What follows belongs to an exercise in optimizing a design on an open flow for small area, a short achievable clock period and few clock cycles per item; a production flow would make more cautious choices. No run shown here included a check of the RTL's function; only the layout flow was run. No activity file was given, so power comes from the tool's default toggle rates.

==> flow/design.v, too long to show whole: its modules and the start of the top module <==
// module conv3x3_fa: 10 lines
// module conv3x3_ha: 9 lines
// module conv3x3_pp3n: 6 lines
// module conv3x3_pp3p: 6 lines
// module conv3x3_pp2n: 6 lines
// module conv3x3_pfx: 7 lines
// module conv3x3_stream: 2519 lines
module conv3x3_stream
#(
  parameter int DATA_W     = 8,
  parameter int COEF_W     = 8,
  parameter int NORM_SHIFT = 4
) (
  input  logic                  i_clk,
  input  logic                  i_rst,
  input  logic [9*DATA_W-1:0]   i_pixel_data,
  input  logic                  i_pixel_data_valid,
  input  logic                  i_pixel_data_last,
  output logic                  o_pixel_data_ready,
  output logic [DATA_W-1:0]     o_convolved_data,
  output logic                  o_convolved_data_valid,
  output logic                  o_convolved_data_last,
  output logic                  o_convolved_sat,
  input  logic                  i_out_ready,
  input  logic                  i_coef_we,
  input  logic [3:0]            i_coef_addr,
  input  logic [COEF_W-1:0]     i_coef_data,
  input  logic                  i_coef_commit,
  output logic                  o_cfg_pending
);
  // ...
==> flow/run.sh <==
#!/bin/bash
# synth_recipe.tcl (not shown) runs the flow's synth.tcl, then flattens the netlist and writes it again
# the make line also repeats each setting of config.mk as NAME=value (left out here)
make -C /OpenROAD-flow-scripts/flow DESIGN_CONFIG=/design/flow/config.mk WORK_HOME=/design/flow/orfs CLKGATE_MAP_FILE= SYNTH_SCRIPT=/design/flow/synth_recipe.tcl finish
==> flow/config.mk <==
export PLATFORM = sky130hd
export DESIGN_NAME = conv3x3_stream
export DESIGN_NICKNAME = conv3x3_stream
export VERILOG_FILES = /design/flow/design.v
export SDC_FILE = /design/flow/constraint.sdc
export NUM_CORES = 4
export LEC_CHECK = 0
export CAP_MARGIN = 20
export CORE_MARGIN = 2
export CORE_UTILIZATION = 65
export CTS_CLUSTER_DIAMETER = 90
export CTS_CLUSTER_SIZE = 26
export SETUP_SLACK_MARGIN = 2.5
export SLEW_MARGIN = 20
export SYNTH_HIERARCHICAL = 1
==> flow/constraint.sdc <==
create_clock -name core_clock -period 5.0 [get_ports {i_clk}]
set_input_delay 1.0000 -clock core_clock [delete_from_list [all_inputs] [get_ports {i_clk}]]
set_output_delay 1.0000 -clock core_clock [all_outputs]
set_load 0.01 [all_outputs]
==> impl_metrics.py, run 1 <==
metrics = {
    "global_route": {
        "grt-busiest-layer": "met2",
        "met1_usage_pct": 45.1,
        "use_met2_pct": 59.0,
        "track_usage_pct": 34.9,
    },
    "cts": {
        "cts_resized": 383,
        "cts_inserted_buffers": 23,
        "cts_setup_buffers": 35,
        "insertion_delay_ns": 0.57,
        "cts-root-buf": "clkbuf_16",
    },
    "die": {
        "die_x_um": 211,
        "n_tap_cell": 539,
    },
    "power_and_ir_drop": {
        "leakage_nw": 11.6,
        "irDropWorstVdd_mv": 0.499,
        "clk-power_w": 0.00217,
        "fin_total_pwr_w": 0.0184,
    },
    "layout": {
        "seqAreaFraction_pct": 33.1,
        "inv_count": 51,
        "final_cell_mix": "nand2_1, dfxtp_1, fa_2",
        "dominant_cells": "multi-input gates",
        "clkbuf_count": 35,
        "fin_nets": 2946,
        "seqCellArea_um2": 10700,
        "area_growth_pct": 16.6,
        "post-route-util_pct": 77.0,
        "final_cells": 2834,
    },
    "drt": {
        "wl_met1_mm": 28.8,
        "met2RoutedLength_mm": 37.7,
        "drt_iter0_drc": 1567,
        "drt-total-wl_mm": 75.9,
        "drtPass1Iterations": 5,
        "top_layer_used": "met5",
    },
    "placed_design": {
        "gp_congestion": 0.963,
    },
    "yosys": {
        "synthesis.area_um2": 27800,
        "syn_area_per_cell_um2": 12.5,
    },
    "worst_hold_path": {
        "holdPathStages": 0,
        "hold_start": "st2_q[3]$_DFF_P_",
    },
    "timing": {
        "drv_slew": 0,
        "finalCritPeriodShare_pct": 51.4,
    },
    "setup_path": {
        "max_stage_delay_ns": 0.34,
    },
    "status": {
        "status": "timing/DRC/antenna clean",
    },
}
==> run 2, diff against run 1 <==
--- a/flow/design.v
+++ b/flow/design.v
@@ -41,23 +41,16 @@
   assign y = (s1 & a) | (s2 & b) | (s3 & c);
 endmodule
 module conv3x3_pp2n (
   input  logic s1, a, s3, c,
   output logic y
 );
   assign y = ~((s1 & a) | (s3 & c));
 endmodule
-module conv3x3_pfx (
-  input  logic gh, ph, gl, pl,
-  output logic g, p
-);
-  assign g = gh | (ph & gl);
-  assign p = ph & pl;
-endmodule
 module conv3x3_stream
 #(
   parameter int DATA_W     = 8,
   parameter int COEF_W     = 8,
   parameter int NORM_SHIFT = 4
 ) (
   input  logic                  i_clk,
   input  logic                  i_rst,
@@ -71,27 +64,28 @@
   output logic                  o_convolved_sat,
   input  logic                  i_out_ready,
   input  logic                  i_coef_we,
   input  logic [3:0]            i_coef_addr,
   input  logic [COEF_W-1:0]     i_coef_data,
   input  logic                  i_coef_commit,
   output logic                  o_cfg_pending
 );
-  localparam int CAP = 5;    
-  localparam int NQ  = 4;    
+  localparam int CAP = 6;    
+  localparam int NQ  = 5;    
   localparam int CW  = 3;    
-  localparam int PW  = 2;    
+  localparam int PW  = 3;    
   logic        acc;
   logic [71:0] kq;
-  logic [2:0] vq;    
-  logic [2:0] lq;    
+  logic [3:0] vq;    
+  logic [3:0] lq;    
   logic [175:0] st1_q;
-  logic [49:0] st2_q;
-  logic [30:0] st3_q;
+  logic [64:0] st2_q;
+  logic [32:0] st3_q;
+  logic [22:0] st4_q;
   logic pp1;
   logic pp2;
   logic pp3;
   logic pp4;
   logic pp5;
   logic pp6;
   logic pp7;
   logic pp8;
@@ -1219,53 +1213,18 @@
   logic s1683, c1684;
   logic s1685, c1686;
   logic s1687, c1688;
   logic s1689, c1690;
   logic s1691, c1692;
   logic s1693, c1694;
   logic s1695, c1696;
   logic [19:0] row0, row1, sum_w;
-  logic cs_c, cs_neg0, cs_big0, cs_neg1, cs_big1;
-  logic [7:0] cs_lo;
-  logic [19:0] pp_p, pp_g;
-  logic pfl_g0_1, pfl_p0_1;
-  logic pfl_g0_3, pfl_p0_3;
-  logic pfl_g0_5, pfl_p0_5;
-  logic pfl_g0_7, pfl_p0_7;
-  logic pfl_g0_9, pfl_p0_9;
-  logic pfl_g0_11, pfl_p0_11;
-  logic pfl_g1_2, pfl_p1_2;
-  logic pfl_g1_3, pfl_p1_3;
-  logic pfl_g1_6, pfl_p1_6;
-  logic pfl_g1_7, pfl_p1_7;
-  logic pfl_g1_10, pfl_p1_10;
-  logic pfl_g1_11, pfl_p1_11;
-  logic pfl_g2_4, pfl_p2_4;
-  logic pfl_g2_5, pfl_p2_5;
-  logic pfl_g2_6, pfl_p2_6;
-  logic pfl_g2_7, pfl_p2_7;
-  logic pfl_g3_8, pfl_p3_8;
-  logic pfl_g3_9, pfl_p3_9;
-  logic pfl_g3_10, pfl_p3_10;
-  logic pfl_g3_11, pfl_p3_11;
-  logic pfh_g0_1, pfh_p0_1;
-  logic pfh_g0_3, pfh_p0_3;
-  logic pfh_g0_5, pfh_p0_5;
-  logic pfh_g0_7, pfh_p0_7;
-  logic pfh_g1_2, pfh_p1_2;
-  logic pfh_g1_3, pfh_p1_3;
-  logic pfh_g1_6, pfh_p1_6;
-  logic pfh_g1_7, pfh_p1_7;
-  logic pfh_g2_4, pfh_p2_4;
-  logic pfh_g2_5, pfh_p2_5;
-  logic pfh_g2_6, pfh_p2_6;
-  logic pfh_g2_7, pfh_p2_7;
-  logic [7:0] hi0_w;
-  logic [7:0] hi1_w;
+  logic [12:0] lo_w;
+  logic [7:0] hi_w;
   logic [19:0] sum_n;
   localparam logic [71:0] DEF_KERNEL =
     {8'd1, 8'd2, 8'd1, 8'd2, 8'd4, 8'd2, 8'd1, 8'd2, 8'd1};
   logic [8:0][7:0] shadow_q;
   logic [8:0][7:0] shadow_d;
   logic [8:0][7:0] coef_q;
   logic            in_frame_q;
   logic            pending_q;
@@ -1293,23 +1252,24 @@
       if (acc) in_frame_q <= ~i_pixel_data_last;
       pending_q <= pend_req & ~apply;
     end
   end
   assign kq            = coef_q;
   assign o_cfg_pending = pending_q;
   always_ff @(posedge i_clk) begin
     st1_q <= {c1216, c1382, s1215, s1381, c1380, c1378, s1213, s1211, s1379, s1377, c1376, c1374, c1372, c1370, s1375, s1373, s1371, s1369, c1368, c1366, c1364, c1362, c1360, s1197, s1367, s1365, s1363, s1361, s1359, c1358, c1356, c1354, c1352, c1350, c1348, c1346, s1357, s1355, s1353, s1351, s1349, s1347, s1345, c1344, c1342, c1340, c1338, c1336, c1334, c1332, c1330, s1343, s1341, s1339, s1337, s1335, s1333, s1331, s1329, c1328, c1326, c1324, c1322, c1320, c1318, c1316, c1314, c1312, s1143, s1327, s1325, s1323, s1321, s1319, s1317, s1315, s1313, s1311, c1310, c1308, c1306, c1304, c1302, c1300, c1298, c1296, c1294, c1292, s1309, s1307, s1305, s1303, s1301, s1299, s1297, s1295, s1293, s1291, c1290, c1288, c1286, c1284, c1282, c1280, c1278, c1276, c1274, s1087, s1289, s1287, s1285, s1283, s1281, s1279, s1277, s1275, s1273, c1272, c1270, c1268, c1266, c1264, c1262, c1260, c1258, s1271, s1269, s1267, s1265, s1263, s1261, s1259, s1257, c1256, c1254, c1252, c1250, c1248, c1246, c1244, s1255, s1253, s1251, s1249, s1247, s1245, s1243, c1242, c1240, c1238, c1236, c1234, s1009, s1241, s1239, s1237, s1235, s1233, c1232, c1230, c1228, c1226, s1231, s1229, s1227, s1225, c1224, c1222, c1220, s1223, s1221, s1219, c1218, s967, s1217, s961};
-    st2_q <= {c1648, s1647, s1613, c1612, c1646, s1645, c1644, st1_q[169], s1561, s1643, c1642, s1607, s1641, c1640, c1638, s1639, s1637, c1636, s1599, s1597, s1635, c1634, c1632, s1541, s1633, s1631, c1630, c1628, st1_q[107], s1629, s1627, c1626, s1583, s1581, s1625, c1624, c1622, s1623, s1621, c1620, s1619, c1618, s1403, s1617, c1616, s1615, s1565, s1495, s1383, st1_q[0]};
-    st3_q <= {c1696, st2_q[49], c1694, s1695, c1692, s1693, s1691, s1667, s1683, c1682, c1690, s1681, c1688, s1689, c1686, s1687, s1685, st2_q[26], s1675, c1674, st2_q[17], s1673, s1651, c1672, s1671, s1649, st2_q[4], st2_q[3], st2_q[2], st2_q[1], st2_q[0]};
+    st2_q <= {c1494, c1614, s1613, c1612, st1_q[173], s1611, c1610, st1_q[169], s1561, s1609, c1608, c1606, s1607, s1605, c1604, c1602, st1_q[152], s1603, s1601, c1600, c1598, c1596, s1599, s1597, s1595, c1594, c1592, s1541, s1539, s1593, s1591, c1590, c1588, c1586, st1_q[107], s1589, s1587, s1585, c1584, c1582, c1580, s1583, s1581, s1579, c1578, c1576, s1425, s1423, s1577, s1575, c1574, c1572, s1573, s1571, c1570, s1403, s1505, s1569, c1568, s1567, c1566, s1565, s1495, s1383, st1_q[0]};
+    st3_q <= {c1648, s1647, c1670, s1669, c1668, s1667, c1666, c1684, s1683, c1682, s1681, s1661, c1660, c1680, st2_q[42], s1679, c1678, st2_q[37], s1677, c1676, s1675, c1674, st2_q[23], s1673, s1651, c1672, s1671, s1649, s1615, st2_q[3], st2_q[2], st2_q[1], st2_q[0]};
+    st4_q <= {c1696, st3_q[32], c1694, s1695, c1692, s1693, s1691, st3_q[27], st3_q[24], st3_q[23], c1690, st3_q[22], c1688, s1689, lo_w[12], lo_w[11], lo_w[10], lo_w[9], lo_w[8], lo_w[7], lo_w[6], lo_w[5], lo_w[4]};
   end
   always_ff @(posedge i_clk) begin
     if (i_rst) vq <= '0;
-    else       vq <= {vq[1:0], acc};
-    lq <= {lq[1:0], i_pixel_data_last};
+    else       vq <= {vq[2:0], acc};
+    lq <= {lq[2:0], i_pixel_data_last};
   end
   assign pp1 = ~(i_pixel_data[0] & kq[0]);
   assign pp2 = ~(i_pixel_data[1] & kq[0]);
   assign pp3 = ~(i_pixel_data[2] & kq[0]);
   assign pp4 = ~(i_pixel_data[3] & kq[0]);
   assign pp5 = ~(i_pixel_data[4] & kq[0]);
   assign pp6 = ~(i_pixel_data[5] & kq[0]);
   assign pp7 = ~(i_pixel_data[6] & kq[0]);
@@ -2404,116 +2364,77 @@
   conv3x3_fa u_fa503 (.a(s1547), .b(s1469), .c(s1471), .s(s1599), .co(c1600));
   conv3x3_fa u_fa504 (.a(c1544), .b(c1546), .c(c1548), .s(s1601), .co(c1602));
   conv3x3_fa u_fa505 (.a(s1549), .b(s1551), .c(s1553), .s(s1603), .co(c1604));
   conv3x3_fa u_fa506 (.a(c1550), .b(c1552), .c(c1554), .s(s1605), .co(c1606));
   conv3x3_fa u_fa507 (.a(s1555), .b(s1557), .c(s1485), .s(s1607), .co(c1608));
   conv3x3_fa u_fa508 (.a(c1556), .b(c1558), .c(s1559), .s(s1609), .co(c1610));
   conv3x3_fa u_fa509 (.a(c1560), .b(c1562), .c(s1563), .s(s1611), .co(c1612));
   conv3x3_fa u_fa510 (.a(c1564), .b(c1492), .c(s1493), .s(s1613), .co(c1614));
-  assign s1615 = ~(c1566 ^ s1567);
-  assign c1616 = c1566 | s1567;
-  conv3x3_fa u_fa511 (.a(c1568), .b(s1569), .c(s1505), .s(s1617), .co(c1618));
-  conv3x3_fa u_fa512 (.a(c1570), .b(s1571), .c(s1573), .s(s1619), .co(c1620));
-  conv3x3_fa u_fa513 (.a(c1572), .b(c1574), .c(s1575), .s(s1621), .co(c1622));
-  conv3x3_fa u_fa514 (.a(s1577), .b(s1423), .c(s1425), .s(s1623), .co(c1624));
-  conv3x3_fa u_fa515 (.a(c1576), .b(c1578), .c(s1579), .s(s1625), .co(c1626));
-  conv3x3_fa u_fa516 (.a(c1580), .b(c1582), .c(c1584), .s(s1627), .co(c1628));
-  conv3x3_fa u_fa517 (.a(s1585), .b(s1587), .c(s1589), .s(s1629), .co(c1630));
-  conv3x3_fa u_fa518 (.a(c1586), .b(c1588), .c(c1590), .s(s1631), .co(c1632));
-  conv3x3_fa u_fa519 (.a(s1591), .b(s1593), .c(s1539), .s(s1633), .co(c1634));
-  conv3x3_fa u_fa520 (.a(c1592), .b(c1594), .c(s1595), .s(s1635), .co(c1636));
-  conv3x3_fa u_fa521 (.a(c1596), .b(c1598), .c(c1600), .s(s1637), .co(c1638));
-  conv3x3_fa u_fa522 (.a(s1601), .b(s1603), .c(st1_q[152]), .s(s1639), .co(c1640));
-  conv3x3_fa u_fa523 (.a(c1602), .b(c1604), .c(s1605), .s(s1641), .co(c1642));
-  conv3x3_fa u_fa524 (.a(c1606), .b(c1608), .c(s1609), .s(s1643), .co(c1644));
-  conv3x3_fa u_fa525 (.a(c1610), .b(s1611), .c(st1_q[173]), .s(s1645), .co(c1646));
-  assign s1647 = ~(c1614 ^ c1494);
-  assign c1648 = c1614 | c1494;
-  conv3x3_fa u_fa526 (.a(st2_q[5]), .b(st2_q[6]), .c(st2_q[7]), .s(s1649), .co(c1650));
-  conv3x3_fa u_fa527 (.a(st2_q[10]), .b(st2_q[11]), .c(st2_q[12]), .s(s1651), .co(c1652));
-  conv3x3_fa u_fa528 (.a(st2_q[13]), .b(st2_q[14]), .c(st2_q[15]), .s(s1653), .co(c1654));
-  conv3x3_fa u_fa529 (.a(st2_q[18]), .b(st2_q[19]), .c(st2_q[20]), .s(s1655), .co(c1656));
-  conv3x3_fa u_fa530 (.a(st2_q[22]), .b(st2_q[23]), .c(st2_q[24]), .s(s1657), .co(c1658));
-  conv3x3_fa u_fa531 (.a(st2_q[27]), .b(st2_q[28]), .c(st2_q[29]), .s(s1659), .co(c1660));
-  conv3x3_fa u_fa532 (.a(st2_q[32]), .b(st2_q[33]), .c(st2_q[34]), .s(s1661), .co(c1662));
-  conv3x3_fa u_fa533 (.a(st2_q[35]), .b(st2_q[36]), .c(st2_q[37]), .s(s1663), .co(c1664));
-  conv3x3_fa u_fa534 (.a(st2_q[39]), .b(st2_q[40]), .c(st2_q[41]), .s(s1665), .co(c1666));
-  assign s1667 = ~(st2_q[43] ^ st2_q[44]);
-  assign c1668 = st2_q[43] | st2_q[44];
-  conv3x3_fa u_fa535 (.a(st2_q[45]), .b(st2_q[46]), .c(st2_q[47]), .s(s1669), .co(c1670));
-  conv3x3_fa u_fa536 (.a(c1650), .b(st2_q[8]), .c(st2_q[9]), .s(s1671), .co(c1672));
-  conv3x3_fa u_fa537 (.a(c1652), .b(s1653), .c(st2_q[16]), .s(s1673), .co(c1674));
-  conv3x3_fa u_fa538 (.a(c1654), .b(s1655), .c(st2_q[21]), .s(s1675), .co(c1676));
-  conv3x3_fa u_fa539 (.a(c1656), .b(s1657), .c(st2_q[25]), .s(s1677), .co(c1678));
-  conv3x3_fa u_fa540 (.a(c1658), .b(s1659), .c(st2_q[30]), .s(s1679), .co(c1680));
-  conv3x3_fa u_fa541 (.a(c1662), .b(s1663), .c(st2_q[38]), .s(s1681), .co(c1682));
-  conv3x3_fa u_fa542 (.a(c1664), .b(s1665), .c(st2_q[42]), .s(s1683), .co(c1684));
-  conv3x3_ha u_ha0 (.a(c1676), .b(s1677), .s(s1685), .co(c1686));
-  conv3x3_fa u_fa543 (.a(c1678), .b(s1679), .c(st2_q[31]), .s(s1687), .co(c1688));
-  conv3x3_fa u_fa544 (.a(c1680), .b(c1660), .c(s1661), .s(s1689), .co(c1690));
-  conv3x3_ha u_ha1 (.a(c1684), .b(c1666), .s(s1691), .co(c1692));
-  conv3x3_ha u_ha2 (.a(c1668), .b(s1669), .s(s1693), .co(c1694));
-  conv3x3_ha u_ha3 (.a(c1670), .b(st2_q[48]), .s(s1695), .co(c1696));
-  assign row0 = {1'b1, st3_q[29], st3_q[27], st3_q[25], st3_q[23], st3_q[21], st3_q[19], st3_q[17], st3_q[15], st3_q[13], st3_q[11], st3_q[9], st3_q[7], st3_q[6], st3_q[5], st3_q[4], st3_q[3], st3_q[2], st3_q[1], st3_q[0]};
-  assign row1 = {1'b0, st3_q[30], st3_q[28], st3_q[26], st3_q[24], st3_q[22], st3_q[20], st3_q[18], st3_q[16], st3_q[14], st3_q[12], st3_q[10], st3_q[8], 1'b0, 1'b0, 1'b0, 1'b0, 1'b0, 1'b0, 1'b0};
-  assign pp_p = row0 ^ row1;
-  assign pp_g = row0 & row1;
-  conv3x3_pfx u_pfl_g0_1 (.gh(pp_g[1]), .ph(pp_p[1]), .gl(pp_g[0]), .pl(pp_p[0]), .g(pfl_g0_1), .p(pfl_p0_1));
-  conv3x3_pfx u_pfl_g0_3 (.gh(pp_g[3]), .ph(pp_p[3]), .gl(pp_g[2]), .pl(pp_p[2]), .g(pfl_g0_3), .p(pfl_p0_3));
-  conv3x3_pfx u_pfl_g0_5 (.gh(pp_g[5]), .ph(pp_p[5]), .gl(pp_g[4]), .pl(pp_p[4]), .g(pfl_g0_5), .p(pfl_p0_5));
-  conv3x3_pfx u_pfl_g0_7 (.gh(pp_g[7]), .ph(pp_p[7]), .gl(pp_g[6]), .pl(pp_p[6]), .g(pfl_g0_7), .p(pfl_p0_7));
-  conv3x3_pfx u_pfl_g0_9 (.gh(pp_g[9]), .ph(pp_p[9]), .gl(pp_g[8]), .pl(pp_p[8]), .g(pfl_g0_9), .p(pfl_p0_9));
-  conv3x3_pfx u_pfl_g0_11 (.gh(pp_g[11]), .ph(pp_p[11]), .gl(pp_g[10]), .pl(pp_p[10]), .g(pfl_g0_11), .p(pfl_p0_11));
-  conv3x3_pfx u_pfl_g1_2 (.gh(pp_g[2]), .ph(pp_p[2]), .gl(pfl_g0_1), .pl(pfl_p0_1), .g(pfl_g1_2), .p(pfl_p1_2));
-  conv3x3_pfx u_pfl_g1_3 (.gh(pfl_g0_3), .ph(pfl_p0_3), .gl(pfl_g0_1), .pl(pfl_p0_1), .g(pfl_g1_3), .p(pfl_p1_3));
-  conv3x3_pfx u_pfl_g1_6 (.gh(pp_g[6]), .ph(pp_p[6]), .gl(pfl_g0_5), .pl(pfl_p0_5), .g(pfl_g1_6), .p(pfl_p1_6));
-  conv3x3_pfx u_pfl_g1_7 (.gh(pfl_g0_7), .ph(pfl_p0_7), .gl(pfl_g0_5), .pl(pfl_p0_5), .g(pfl_g1_7), .p(pfl_p1_7));
-  conv3x3_pfx u_pfl_g1_10 (.gh(pp_g[10]), .ph(pp_p[10]), .gl(pfl_g0_9), .pl(pfl_p0_9), .g(pfl_g1_10), .p(pfl_p1_10));
-  conv3x3_pfx u_pfl_g1_11 (.gh(pfl_g0_11), .ph(pfl_p0_11), .gl(pfl_g0_9), .pl(pfl_p0_9), .g(pfl_g1_11), .p(pfl_p1_11));
-  conv3x3_pfx u_pfl_g2_4 (.gh(pp_g[4]), .ph(pp_p[4]), .gl(pfl_g1_3), .pl(pfl_p1_3), .g(pfl_g2_4), .p(pfl_p2_4));
-  conv3x3_pfx u_pfl_g2_5 (.gh(pfl_g0_5), .ph(pfl_p0_5), .gl(pfl_g1_3), .pl(pfl_p1_3), .g(pfl_g2_5), .p(pfl_p2_5));
-  conv3x3_pfx u_pfl_g2_6 (.gh(pfl_g1_6), .ph(pfl_p1_6), .gl(pfl_g1_3), .pl(pfl_p1_3), .g(pfl_g2_6), .p(pfl_p2_6));
-  conv3x3_pfx u_pfl_g2_7 (.gh(pfl_g1_7), .ph(pfl_p1_7), .gl(pfl_g1_3), .pl(pfl_p1_3), .g(pfl_g2_7), .p(pfl_p2_7));
-  conv3x3_pfx u_pfl_g3_8 (.gh(pp_g[8]), .ph(pp_p[8]), .gl(pfl_g2_7), .pl(pfl_p2_7), .g(pfl_g3_8), .p(pfl_p3_8));
-  conv3x3_pfx u_pfl_g3_9 (.gh(pfl_g0_9), .ph(pfl_p0_9), .gl(pfl_g2_7), .pl(pfl_p2_7), .g(pfl_g3_9), .p(pfl_p3_9));
-  conv3x3_pfx u_pfl_g3_10 (.gh(pfl_g1_10), .ph(pfl_p1_10), .gl(pfl_g2_7), .pl(pfl_p2_7), .g(pfl_g3_10), .p(pfl_p3_10));
-  conv3x3_pfx u_pfl_g3_11 (.gh(pfl_g1_11), .ph(pfl_p1_11), .gl(pfl_g2_7), .pl(pfl_p2_7), .g(pfl_g3_11), .p(pfl_p3_11));
-  assign cs_lo = {(pp_p[11] ^ pfl_g3_10), (pp_p[10] ^ pfl_g3_9), (pp_p[9] ^ pfl_g3_8), (pp_p[8] ^ pfl_g2_7), (pp_p[7] ^ pfl_g2_6), (pp_p[6] ^ pfl_g2_5), (pp_p[5] ^ pfl_g2_4), (pp_p[4] ^ pfl_g1_3)};
-  assign cs_c = pfl_g3_11;
-  conv3x3_pfx u_pfh_g0_1 (.gh(pp_g[13]), .ph(pp_p[13]), .gl(pp_g[12]), .pl(pp_p[12]), .g(pfh_g0_1), .p(pfh_p0_1));
-  conv3x3_pfx u_pfh_g0_3 (.gh(pp_g[15]), .ph(pp_p[15]), .gl(pp_g[14]), .pl(pp_p[14]), .g(pfh_g0_3), .p(pfh_p0_3));
-  conv3x3_pfx u_pfh_g0_5 (.gh(pp_g[17]), .ph(pp_p[17]), .gl(pp_g[16]), .pl(pp_p[16]), .g(pfh_g0_5), .p(pfh_p0_5));
-  conv3x3_pfx u_pfh_g0_7 (.gh(pp_g[19]), .ph(pp_p[19]), .gl(pp_g[18]), .pl(pp_p[18]), .g(pfh_g0_7), .p(pfh_p0_7));
-  conv3x3_pfx u_pfh_g1_2 (.gh(pp_g[14]), .ph(pp_p[14]), .gl(pfh_g0_1), .pl(pfh_p0_1), .g(pfh_g1_2), .p(pfh_p1_2));
-  conv3x3_pfx u_pfh_g1_3 (.gh(pfh_g0_3), .ph(pfh_p0_3), .gl(pfh_g0_1), .pl(pfh_p0_1), .g(pfh_g1_3), .p(pfh_p1_3));
-  conv3x3_pfx u_pfh_g1_6 (.gh(pp_g[18]), .ph(pp_p[18]), .gl(pfh_g0_5), .pl(pfh_p0_5), .g(pfh_g1_6), .p(pfh_p1_6));
-  conv3x3_pfx u_pfh_g1_7 (.gh(pfh_g0_7), .ph(pfh_p0_7), .gl(pfh_g0_5), .pl(pfh_p0_5), .g(pfh_g1_7), .p(pfh_p1_7));
-  conv3x3_pfx u_pfh_g2_4 (.gh(pp_g[16]), .ph(pp_p[16]), .gl(pfh_g1_3), .pl(pfh_p1_3), .g(pfh_g2_4), .p(pfh_p2_4));
-  conv3x3_pfx u_pfh_g2_5 (.gh(pfh_g0_5), .ph(pfh_p0_5), .gl(pfh_g1_3), .pl(pfh_p1_3), .g(pfh_g2_5), .p(pfh_p2_5));
-  conv3x3_pfx u_pfh_g2_6 (.gh(pfh_g1_6), .ph(pfh_p1_6), .gl(pfh_g1_3), .pl(pfh_p1_3), .g(pfh_g2_6), .p(pfh_p2_6));
-  conv3x3_pfx u_pfh_g2_7 (.gh(pfh_g1_7), .ph(pfh_p1_7), .gl(pfh_g1_3), .pl(pfh_p1_3), .g(pfh_g2_7), .p(pfh_p2_7));
-  assign hi0_w = {(pp_p[19] ^ pfh_g2_6), (pp_p[18] ^ pfh_g2_5), (pp_p[17] ^ pfh_g2_4), (pp_p[16] ^ pfh_g1_3), (pp_p[15] ^ pfh_g1_2), (pp_p[14] ^ pfh_g0_1), (pp_p[13] ^ pp_g[12]), (pp_p[12] ^ 1'b0)};
-  assign cs_neg0 = ~hi0_w[7];
-  assign cs_big0 = hi0_w[7] & ~(&hi0_w[6:0]);
-  assign hi1_w = {(pp_p[19] ^ (pfh_g2_6 | pfh_p2_6)), (pp_p[18] ^ (pfh_g2_5 | pfh_p2_5)), (pp_p[17] ^ (pfh_g2_4 | pfh_p2_4)), (pp_p[16] ^ (pfh_g1_3 | pfh_p1_3)), (pp_p[15] ^ (pfh_g1_2 | pfh_p1_2)), (pp_p[14] ^ (pfh_g0_1 | pfh_p0_1)), (pp_p[13] ^ (pp_g[12] | pp_p[12])), (pp_p[12] ^ 1'b1)};
-  assign cs_neg1 = ~hi1_w[7];
-  assign cs_big1 = hi1_w[7] & ~(&hi1_w[6:0]);
+  assign s1615 = ~(st2_q[4] ^ st2_q[5]);
+  assign c1616 = st2_q[4] | st2_q[5];
+  conv3x3_fa u_fa511 (.a(st2_q[6]), .b(st2_q[7]), .c(st2_q[8]), .s(s1617), .co(c1618));
+  conv3x3_fa u_fa512 (.a(st2_q[10]), .b(st2_q[11]), .c(st2_q[12]), .s(s1619), .co(c1620));
+  conv3x3_fa u_fa513 (.a(st2_q[13]), .b(st2_q[14]), .c(st2_q[15]), .s(s1621), .co(c1622));
+  conv3x3_fa u_fa514 (.a(st2_q[16]), .b(st2_q[17]), .c(st2_q[18]), .s(s1623), .co(c1624));
+  conv3x3_fa u_fa515 (.a(st2_q[19]), .b(st2_q[20]), .c(st2_q[21]), .s(s1625), .co(c1626));
+  conv3x3_fa u_fa516 (.a(st2_q[24]), .b(st2_q[25]), .c(st2_q[26]), .s(s1627), .co(c1628));
+  conv3x3_fa u_fa517 (.a(st2_q[27]), .b(st2_q[28]), .c(st2_q[29]), .s(s1629), .co(c1630));
+  conv3x3_fa u_fa518 (.a(st2_q[31]), .b(st2_q[32]), .c(st2_q[33]), .s(s1631), .co(c1632));
+  conv3x3_fa u_fa519 (.a(st2_q[34]), .b(st2_q[35]), .c(st2_q[36]), .s(s1633), .co(c1634));
+  conv3x3_fa u_fa520 (.a(st2_q[38]), .b(st2_q[39]), .c(st2_q[40]), .s(s1635), .co(c1636));
+  conv3x3_fa u_fa521 (.a(st2_q[43]), .b(st2_q[44]), .c(st2_q[45]), .s(s1637), .co(c1638));
+  conv3x3_fa u_fa522 (.a(st2_q[46]), .b(st2_q[47]), .c(st2_q[48]), .s(s1639), .co(c1640));
+  conv3x3_fa u_fa523 (.a(st2_q[49]), .b(st2_q[50]), .c(st2_q[51]), .s(s1641), .co(c1642));
+  conv3x3_fa u_fa524 (.a(st2_q[53]), .b(st2_q[54]), .c(st2_q[55]), .s(s1643), .co(c1644));
+  conv3x3_fa u_fa525 (.a(st2_q[58]), .b(st2_q[59]), .c(st2_q[60]), .s(s1645), .co(c1646));
+  assign s1647 = ~(st2_q[63] ^ st2_q[64]);
+  assign c1648 = st2_q[63] | st2_q[64];
+  conv3x3_fa u_fa526 (.a(c1616), .b(s1617), .c(st2_q[9]), .s(s1649), .co(c1650));
+  conv3x3_fa u_fa527 (.a(c1620), .b(s1621), .c(s1623), .s(s1651), .co(c1652));
+  conv3x3_fa u_fa528 (.a(c1622), .b(c1624), .c(s1625), .s(s1653), .co(c1654));
+  conv3x3_fa u_fa529 (.a(c1626), .b(s1627), .c(s1629), .s(s1655), .co(c1656));
+  conv3x3_fa u_fa530 (.a(c1628), .b(c1630), .c(s1631), .s(s1657), .co(c1658));
+  conv3x3_fa u_fa531 (.a(c1632), .b(c1634), .c(s1635), .s(s1659), .co(c1660));
+  conv3x3_fa u_fa532 (.a(c1636), .b(s1637), .c(s1639), .s(s1661), .co(c1662));
+  conv3x3_fa u_fa533 (.a(c1638), .b(c1640), .c(s1641), .s(s1663), .co(c1664));
+  conv3x3_fa u_fa534 (.a(c1642), .b(s1643), .c(st2_q[56]), .s(s1665), .co(c1666));
+  assign s1667 = ~(c1644 ^ s1645);
+  assign c1668 = c1644 | s1645;
+  conv3x3_fa u_fa535 (.a(c1646), .b(st2_q[61]), .c(st2_q[62]), .s(s1669), .co(c1670));
+  conv3x3_fa u_fa536 (.a(c1650), .b(c1618), .c(s1619), .s(s1671), .co(c1672));
+  conv3x3_fa u_fa537 (.a(c1652), .b(s1653), .c(st2_q[22]), .s(s1673), .co(c1674));
+  conv3x3_fa u_fa538 (.a(c1654), .b(s1655), .c(st2_q[30]), .s(s1675), .co(c1676));
+  conv3x3_fa u_fa539 (.a(c1656), .b(s1657), .c(s1633), .s(s1677), .co(c1678));
+  conv3x3_fa u_fa540 (.a(c1658), .b(s1659), .c(st2_q[41]), .s(s1679), .co(c1680));
+  conv3x3_fa u_fa541 (.a(c1662), .b(s1663), .c(st2_q[52]), .s(s1681), .co(c1682));
+  conv3x3_fa u_fa542 (.a(c1664), .b(s1665), .c(st2_q[57]), .s(s1683), .co(c1684));
+  conv3x3_ha u_ha0 (.a(st3_q[13]), .b(st3_q[14]), .s(s1685), .co(c1686));
+  conv3x3_fa u_fa543 (.a(st3_q[16]), .b(st3_q[17]), .c(st3_q[18]), .s(s1687), .co(c1688));
+  conv3x3_fa u_fa544 (.a(st3_q[19]), .b(st3_q[20]), .c(st3_q[21]), .s(s1689), .co(c1690));
+  conv3x3_ha u_ha1 (.a(st3_q[25]), .b(st3_q[26]), .s(s1691), .co(c1692));
+  conv3x3_ha u_ha2 (.a(st3_q[28]), .b(st3_q[29]), .s(s1693), .co(c1694));
+  conv3x3_ha u_ha3 (.a(st3_q[30]), .b(st3_q[31]), .s(s1695), .co(c1696));
+  assign row0 = {1'b1, st3_q[32], s1695, s1693, st3_q[27], st3_q[23], st3_q[22], s1689, s1687, st3_q[15], st3_q[11], st3_q[9], st3_q[7], st3_q[6], st3_q[5], st3_q[4], st3_q[3], st3_q[2], st3_q[1], st3_q[0]};
+  assign row1 = {1'b0, c1696, c1694, c1692, s1691, st3_q[24], c1690, c1688, c1686, s1685, st3_q[12], st3_q[10], st3_q[8], 1'b0, 1'b0, 1'b0, 1'b0, 1'b0, 1'b0, 1'b0};
+  assign lo_w = {1'b0, row0[11:0]} + {1'b0, row1[11:0]};
+  assign hi_w = {1'b1, st4_q[21], st4_q[19], st4_q[17], st4_q[15], st4_q[13], st4_q[11], st4_q[9]} + {1'b0, st4_q[22], st4_q[20], st4_q[18], st4_q[16], st4_q[14], st4_q[12], st4_q[10]} + 8'(st4_q[8]);
+  assign sum_w = {hi_w, st4_q[7], st4_q[6], st4_q[5], st4_q[4], st4_q[3], st4_q[2], st4_q[1], st4_q[0], 4'b0};
   assign sum_n = ~sum_w;
   logic [7:0] res_data;
   logic       res_sat;
   logic       res_neg, res_big;
   logic       res_v;
   logic [9:0] res_d;
-  assign res_neg  = cs_c ? cs_neg1 : cs_neg0;
-  assign res_big  = cs_c ? cs_big1 : cs_big0;
+  assign res_neg  = sum_n[19];
+  assign res_big  = ~sum_n[19] & (|sum_n[18:12]);
   assign res_sat  = res_neg | res_big;
-  assign res_data = (~cs_lo | {8{res_big}}) & ~{8{res_neg}};
-  assign res_v    = vq[2];
-  assign res_d    = {res_data, lq[2], res_sat};
+  assign res_data = res_neg ? 8'd0 : (res_big ? 8'd255 : sum_n[11:4]);
+  assign res_v    = vq[3];
+  assign res_d    = {res_data, lq[3], res_sat};
   logic [NQ-1:0][9:0] mem_q;
   logic [NQ-1:0]      wp_q, rp_q;
   logic               fne_q;       
   logic [PW:0]        fcnt_q;
   logic [CW-1:0]      cnt_q, cnt_d;
   logic               rdy_q;
   logic               out_v_q;
   logic [9:0]         out_d_q;
==> flow/config.mk (replaced) <==
export PLATFORM = sky130hd
export DESIGN_NAME = conv3x3_stream
export DESIGN_NICKNAME = conv3x3_stream
export VERILOG_FILES = /design/flow/design.v
export SDC_FILE = /design/flow/constraint.sdc
export NUM_CORES = 4
export LEC_CHECK = 0
export CAP_MARGIN = 20
export CORE_MARGIN = 2
export CORE_UTILIZATION = 65
export CTS_CLUSTER_DIAMETER = 80
export CTS_CLUSTER_SIZE = 22
export SETUP_SLACK_MARGIN = 2.5
export SLEW_MARGIN = 20
export SYNTH_HIERARCHICAL = 1
==> run 2 against run 1 <==
Effect of this change:
- die area increased by 3.2%
- area after synthesis is 3.2% higher
- highest routed layer unchanged
- worst hold slack better by 0.0054 ns
- count of clock-buffer cells in the layout up 8
- critical endpoint is now st1_q[161]$_DFF_P_
- largest power group unchanged
- clock power up 25%
- sequential share of layout area grew 3.2 points
- critical path depth down 7
- sequential power is 9.2% higher
- worst setup slack better by 0.048 ns
==> impl_metrics.py, run 2 <==
metrics = {
    "status": {
        "status": "timing/DRC/antenna clean",
    },
    "die": {
        "die_y_um": 214,
        "start_util_pct": 66.2,
        "coreArea_um2": 43300,
        "dieArea_um2": 45800,
        "die_x_um": 214,
        "pin_count": 104,
        "row_count": 76,
    },
    "layout": {
        "final_layout_size_suffix_gt1_share_pct": 22.2,
        "final_cell_mix": "nand2_1, dfxtp_1, fa_1",
        "nFillCells": 2731,
        "largestRegisters": "st1_q x175, coef_q x72, shadow_q x72",
        "antenna_cells": 0,
        "seqCellArea_um2": 11800,
        "final_common_cell": "nand2_1",
        "fin_nets": 2948,
        "multiInputGateArea_um2": 16900,
        "post-route-util_pct": 74.9,
        "top_register": "st1_q",
        "area_growth_pct": 13.1,
        "largest_register_ffs": 175,
    },
    "global_route": {
        "track_usage_pct": 34.3,
        "grt_pass1_wl_mm": 114,
        "overflow": 0,
        "first_global_vias": 18538,
        "grt_max_degree": 73,
        "antenna_found_initial": 3,
    },
    "yosys": {
        "synth_area_leaders": "fa_1, dfxtp_1, edfxtp_1, nand2_1, clkbuf_1",
        "syn_inst": 2255,
        "synth_edf_count": 132,
        "ys_types": 53,
        "synth-async-reset-ratio_pct": 0,
        "synthesis.area_um2": 28700,
        "yosysSeqAreaShare_pct": 41.1,
        "yosysWarnings": 7,
        "synth_top_area_share_pct": 38.3,
        "yosys.area.top_type": "fa_1",
        "synth_most_common_cell": "fa_1",
        "ys_seq_elements": 522,
        "syn_area_per_cell_um2": 12.7,
        "synth-main-ff-cell": "dfxtp_1",
        "ys_top_cells_by_count": "fa_1, nand2_1, dfxtp_1, clkbuf_1, edfxtp_1",
    },
    "power_and_ir_drop": {
        "comb_power_share_pct": 44.7,
        "power_frac_seq_pct": 39.1,
        "irDropWorstVdd_mv": 0.466,
        "leakage_nw": 11.7,
        "power.internal_w": 0.0104,
        "power_switching_w": 0.00632,
        "p_sw_share_pct": 37.8,
        "power_density_nw_per_um2": 516,
        "p_clk_share_pct": 16.2,
    },
    "setup_path": {
        "crit_path_top_delay_cell": "fa_2",
        "path_delay_family": "adder cells",
        "worstPathRequired_ns": 5.50,
        "path_class": "reg -> reg",
        "crit_path_cell_trace": "and2_4 -> fa_2 -> fa_2 -> fa_2",
        "crit_path_frequent_cell": "fa_2",
        "crit_arrival_ns": 3.02,
        "max_stage_delay_ns": 0.67,
        "start_kind": "register",
        "path_max_fanout": 8,
        "cp-end-kind": "register",
        "crit_buf_inv": 0,
    },
    "timing": {
        "fin_crit_ns": 2.52,
        "rsz0062_at_grt": "yes",
        "clock-skew-final_ns": 0.0248,
        "setup_viol": 0,
        "max_slew.worst_pin.slew_ns": 0.829,
        "fmax_ghz": 0.396,
        "setup_tns_ns": 0,
        "finalCritPeriodShare_pct": 50.5,
        "maxSlewHeadroom_pct": 44.8,
        "hold_viol_final": 0,
        "drv_slew": 0,
    },
    "drt": {
        "drt_iter0_drc": 1606,
        "met3_length_mm": 6.75,
        "met2RoutedLength_mm": 38.0,
        "wl_per_cell_um": 26.8,
        "drt-total-wl_mm": 77.4,
        "final_antenna_net_count": 0,
        "drtPass1Iterations": 5,
        "top_layer_used": "met5",
        "vias": 17012,
        "vias_per_cell": 5.89,
        "drc_errors": 0,
        "wl_met1_mm": 30.0,
    },
    "cts": {
        "cts_inserted_buffers": 31,
        "htreeDepth": 1,
        "cts-root-buf": "clkbuf_16",
        "cts_tree": "built",
        "clock_sinks": 522,
        "hold_buffers": 0,
        "cts_buffer_depth": 3,
        "insertion_delay_ns": 0.63,
        "path_clk_slew_ns": 0.08,
    },
    "placed_design": {
        "gp_congestion": 0.943,
        "hpwlAfterDp_mm": 62.8,
        "numPortBuffers": 103,
    },
    "worst_hold_path": {
        "hold_path.class": "reg -> reg",
    },
    "run": {
        "max_cap_viol_count": 0,
    },
}
[run 2: repair_timing]
item | in CTS | in global routing
pin swaps | 4 | 15
endpoints found under the setup margin | 348 | 143
gates cloned | 1 | 0
buffers inserted | 28 | 31
gates resized for setup | 303 | 79
[run 2: final timing paths]
check	start	end	slack, ns	depth (start not counted)
worst max-delay path	coef_q[15]$_DFFE_PP_	st1_q[161]$_DFF_P_	2.48	4
worst min-delay path	st2_q[42]$_DFF_P_	st3_q[18]$_DFF_P_	0.33	0
worst max register to register	coef_q[15]$_DFFE_PP_	st1_q[161]$_DFF_P_	2.48	4
worst min register to register	st2_q[42]$_DFF_P_	st3_q[18]$_DFF_P_	0.33	0
[run 2: stage by stage]
step | cells | power, W | area, um^2 | setup slack [ns] | hold WS (ns)
after floorplan | 2255 | 0.0111 | 30400 | 2.09 | 0.310
after global placement | 2772 | 0.0134 | 30600 | 1.21 | 0.310
after detailed placement | 2772 | 0.0138 | 30600 | 1.22 | 0.312
after CTS | 2856 | 0.0166 | 32000 | 2.45 | 0.332
after global routing | 2887 | 0.0179 | 32400 | 2.48 | 0.336
final | 2887 | 0.0167 | 32400 | 2.48 | 0.331
[run 2: metal layers]
metal  track usage [%]  up-vias
met5                 0        -
met4              9.63        4
met3              8.09      184
met2              57.0      742
met1              45.7     9002
li1                  -     7080
[run 2: Yosys stat by module (local to each module, per instance)]
module	copies in the design	cells inside	area [um^2]	flops+latches
conv3x3_stream	1	1706	17700	522
conv3x3_fa	545	1	20.0	0
conv3x3_ha	4	1	12.5	0
[run 2: kinds of logic after synthesis]
| kind of cell | after synthesis | share of synthesized area [%] |
|---|---|---|
| compound gates | 100 | 2.50 |
| xor+xnor | 11 | 0.336 |
| fa+ha+maj | 577 | 39.6 |
| buf+inv | 238 | 3.28 |
| flops | 522 | 41.1 |
| mux | 58 | 2.03 |
| simple gates | 749 | 11.2 |
[run 2: area by class of cell]
class                      instances  area share, %
multi-input combinational       1495           52.2
sequential                       522           36.3
timing repair buffer             167           5.44
clock buffer                      43           2.59
tap                              585           2.26
inverter                          62          0.729
clock inverter                    12          0.424
timing repair inverter             1         0.0154
[run 2: worst reg2reg max path, delay by kind of cell (launching register included)]
kind / cells / cell delay (ns)
adders and majority gates: 3 / 1.61
DFF: 1 / 0.57
and+or+nand+nor: 1 / 0.24
[run 2: power groups by stage]
stage	Combinational, W	Sequential (W)	Clock, W
final	0.00748	0.00654	0.00271
after global routing	0.00844	0.00662	0.00288
after CTS	0.00727	0.00656	0.00273
after detailed placement	0.00714	0.00671	0
after global placement	0.00679	0.00666	0
after floorplan	0.00482	0.00632	0
==> run 3, diff against run 2 <==
--- a/flow/config.mk
+++ b/flow/config.mk
@@ -11,5 +11,5 @@
 export CTS_CLUSTER_DIAMETER = 80
 export CTS_CLUSTER_SIZE = 22
-export SETUP_SLACK_MARGIN = 2.5
+export SETUP_SLACK_MARGIN = 2.6
 export SLEW_MARGIN = 20
 export SYNTH_HIERARCHICAL = 1
==> run 3 against run 2 <==
Effect of this change:
- still clean on timing, DRC and antenna
- clock power about the same
- die area unchanged
- area after synthesis unchanged
- count of clock-buffer cells in the layout unchanged
- critical path type is now in -> reg
- largest power group unchanged
- highest routed layer unchanged
==> impl_metrics.py, run 3 <==
metrics = {
    "global_route": {
        "overflow": 0,
        "grt_max_degree": 73,
        "antenna_found_initial": 4,
        "first_global_vias": 18915,
        "grt_pass1_wl_mm": 117,
        "track_usage_pct": 35.0,
    },
    "die": {
        "die_y_um": 214,
        "coreArea_um2": 43300,
        "pin_count": 104,
        "dieArea_um2": 45800,
        "die_x_um": 214,
        "start_util_pct": 66.2,
        "row_count": 76,
    },
    "timing": {
        "final.setup.worst_slack_ns": 2.56,
        "fin_crit_ns": 2.44,
        "hold_viol_final": 0,
        "finalCritPeriodShare_pct": 48.8,
        "setup_viol": 0,
        "fmax_ghz": 0.410,
        "drv_slew": 0,
        "rsz0062_at_grt": "yes",
        "max_slew.worst_pin.slew_ns": 0.836,
        "setup_tns_ns": 0,
        "clock-skew-final_ns": 0.0174,
        "maxSlewHeadroom_pct": 44.3,
    },
    "cts": {
        "cts-root-buf": "clkbuf_16",
        "insertion_delay_ns": 0.62,
        "hold_buffers": 0,
        "clock_sinks": 522,
        "cts_tree": "built",
        "cts_inserted_buffers": 31,
        "path_clk_slew_ns": 0.08,
        "cts_buffer_depth": 3,
        "htreeDepth": 1,
    },
    "placed_design": {
        "gp_congestion": 0.943,
        "dp_slack_ns": 1.22,
        "hpwlAfterDp_mm": 62.8,
        "place_area_um2": 30600,
        "numPortBuffers": 103,
    },
    "yosys": {
        "yosysSeqAreaShare_pct": 41.1,
        "synth_edf_count": 132,
        "synth_top_area_share_pct": 38.3,
        "yosys.area.top_type": "fa_1",
        "synth_area_leaders": "fa_1, dfxtp_1, edfxtp_1, nand2_1, clkbuf_1",
        "synth-main-ff-cell": "dfxtp_1",
        "syn_inst": 2255,
        "ys_types": 53,
        "synth_most_common_cell": "fa_1",
        "yosysWarnings": 7,
        "ys_top_cells_by_count": "fa_1, nand2_1, dfxtp_1, clkbuf_1, edfxtp_1",
        "syn_area_per_cell_um2": 12.7,
        "synth-async-reset-ratio_pct": 0,
        "synthesis.area_um2": 28700,
        "ys_seq_elements": 522,
    },
    "layout": {
        "final_area_um2": 32900,
        "post-route-util_pct": 76.1,
        "final_layout_size_suffix_gt1_share_pct": 23.9,
        "final_common_cell": "nand2_1",
        "final_cell_mix": "nand2_1, dfxtp_1, fa_1",
        "nFillCells": 2644,
        "largest_register_ffs": 175,
        "fin_nets": 2977,
        "top_register": "st1_q",
        "area_growth_pct": 14.9,
        "largestRegisters": "st1_q x175, coef_q x72, shadow_q x72",
    },
    "worst_hold_path": {
        "hold_path_end": "st3_q[18]$_DFF_P_",
        "hold_start": "st2_q[42]$_DFF_P_",
        "holdPathStages": 0,
        "hold_path.class": "reg -> reg",
    },
    "setup_path": {
        "r2r_slack_ns": 2.57,
        "max_stage_delay_ns": 0.66,
        "crit_path_frequent_cell": "fa_2",
        "cp-end-kind": "register",
        "worstReg2RegEnd": "st1_q[105]$_DFF_P_",
        "reg2reg_from": "coef_q[11]$_DFFE_PP_",
        "crit_path_top_delay_cell": "fa_2",
        "path_max_fanout": 8,
        "rr_worst_depth": 5,
        "crit_arrival_ns": 2.93,
        "crit_path_cell_trace": "buf_4 -> and2_4 -> fa_1 -> fa_2 -> fa_2",
        "start_kind": "input pin",
        "path_class": "in -> reg",
        "worstPathRequired_ns": 5.49,
    },
    "drt": {
        "drc_errors": 0,
        "wl_per_cell_um": 26.8,
        "drt-total-wl_mm": 78.1,
        "drtPass1Iterations": 7,
        "vias_per_cell": 5.89,
        "vias": 17192,
        "drt_iter0_drc": 1557,
        "final_antenna_net_count": 0,
    },
    "power_and_ir_drop": {
        "power_density_nw_per_um2": 512,
        "irDropWorstVdd_mv": 0.507,
        "leakage_nw": 11.9,
    },
    "run": {
        "max_cap_viol_count": 0,
    },
    "status": {
        "status": "timing/DRC/antenna clean",
    },
}
[run 3: modules after synthesis, one instance, submodules excluded]
| module | times used | flip-flops and latches |
|---|---|---|
| conv3x3_fa | 545 | 0 |
| conv3x3_ha | 4 | 0 |
| conv3x3_stream | 1 | 522 |
[run 3: power breakdown]
part | switching [W] | internal [W] | leakage [nW] | total (W)
Clock | 0.00149 | 0.00122 | 0.468 | 0.00271
Combinational | 0.00421 | 0.00345 | 6.86 | 0.00766
Sequential | 0.000684 | 0.00581 | 4.54 | 0.00649
Total | 0.00638 | 0.0105 | 11.9 | 0.0169
[run 3: layout make-up]
class	count	area, um^2	share of cell area [%]
Timing Repair Buffer	195	2190	6.65
Clock inverter	12	138	0.418
Antenna cell	2	5.00	0.0152
Clock buffer	43	841	2.55
Timing Repair inverter	1	5.00	0.0152
Sequential cell	522	11800	35.7
Tap cell	585	732	2.22
Inverter	62	251	0.764
Multi-Input combinational cell	1496	17000	51.6
[run 3: routing by layer]
| layer | routed length [um] | vias to the layer above | track usage [%] | part of all wire [%] |
|---|---|---|---|---|
| met2 | 38500 | 804 | 58.3 | 49 |
| li1 | - | 7139 | - | - |
| met5 | 26 | - | 0 | 0.033 |
| met1 | 29800 | 9067 | 46.2 | 38 |
| met3 | 7080 | 178 | 8.42 | 9.1 |
| met4 | 2720 | 4 | 10.7 | 3.5 |
[run 3: worst max-delay path, delay by kind of cell]
kind          cells  cell delay (ns)
buf+inv           1             0.16
simple gates      1             0.17
fa+ha+maj         3             1.59
[run 3: how the worst max path moves through the flow]
stage / slack [ns] / to / from / cells past startpoint
global route: 2.56 / st1_q[105]$_DFF_P_ / coef_q[6]$_DFFE_PP_ / 5
detailed placement: 1.22 / st1_q[40]$_DFF_P_ / i_pixel_data[58] / 5
floorplan: 2.09 / coef_q[0]$_DFFE_PP_ / i_pixel_data_valid / 5
CTS: 2.55 / st1_q[40]$_DFF_P_ / i_pixel_data[40] / 5
global placement: 1.21 / st1_q[40]$_DFF_P_ / i_pixel_data[58] / 5
finish: 2.56 / st1_q[105]$_DFF_P_ / i_pixel_data[2] / 5
[run 3: kinds of logic after synthesis]
kind of cell | synth area share (%)
flip-flops | 41.1
AO/OA/AOI/OAI | 2.50
AND/OR/NAND/NOR | 11.2
buffers and inverters | 3.28
adder cells (fa/ha/maj) | 39.6
multiplexers | 2.03
XOR/XNOR | 0.336
[run 3: per-stage QoR]
stage	instances	total power, W	hold slack (ns)
2_1_floorplan	2255	0.0111	0.310
3_3_place_gp	2772	0.0134	0.310
3_5_place_dp	2772	0.0138	0.312
4_1_cts	2905	0.0167	0.332
5_1_grt	2916	0.0181	0.336
6_report	2918	0.0169	0.331
[run 3: repair_timing]
item / in CTS / in global routing
pin swaps: 14 / 25
setup endpoints to repair: 433 / 196
resized for setup: 415 / 82
setup buffers: 77 / 10
cloned: 1 / 1

-- static timing again, ports no longer ideal --
How much do the figures lean on ideal ports? The routed layouts below were timed once more, with nothing changed but the port constraints.
Step 1: set_driving_cell puts a clkbuf_16 on i_clk and a buf_2 on each other input, an assumption about the parent block.
Step 2 adds t to the input delays and takes it off the output delays; t is the mean of the earliest and latest rising clock arrival at the registers after step 1. Input paths then give back, and output paths get back, about the clock's delay inside the block.
Three values: no drivers, after step 1, after step 2; two values: the first two.
run	t, ns	setup slack, ns	clock arrival spread, ns	worst register clock-pin slew, ns	worst data-port slew with drivers (ns)
run 1	0.621	2.428 / 2.428 / 1.863	0.027 / 0.027	0.11 / 0.11	0.08
run 2	0.679	2.476 / 2.474 / 1.815	0.025 / 0.024	0.09 / 0.09	0.08
run 3	0.675	2.561 / 2.572 / 1.900	0.019 / 0.019	0.09 / 0.09	0.08
After both steps setup and hold are still met in every run listed.
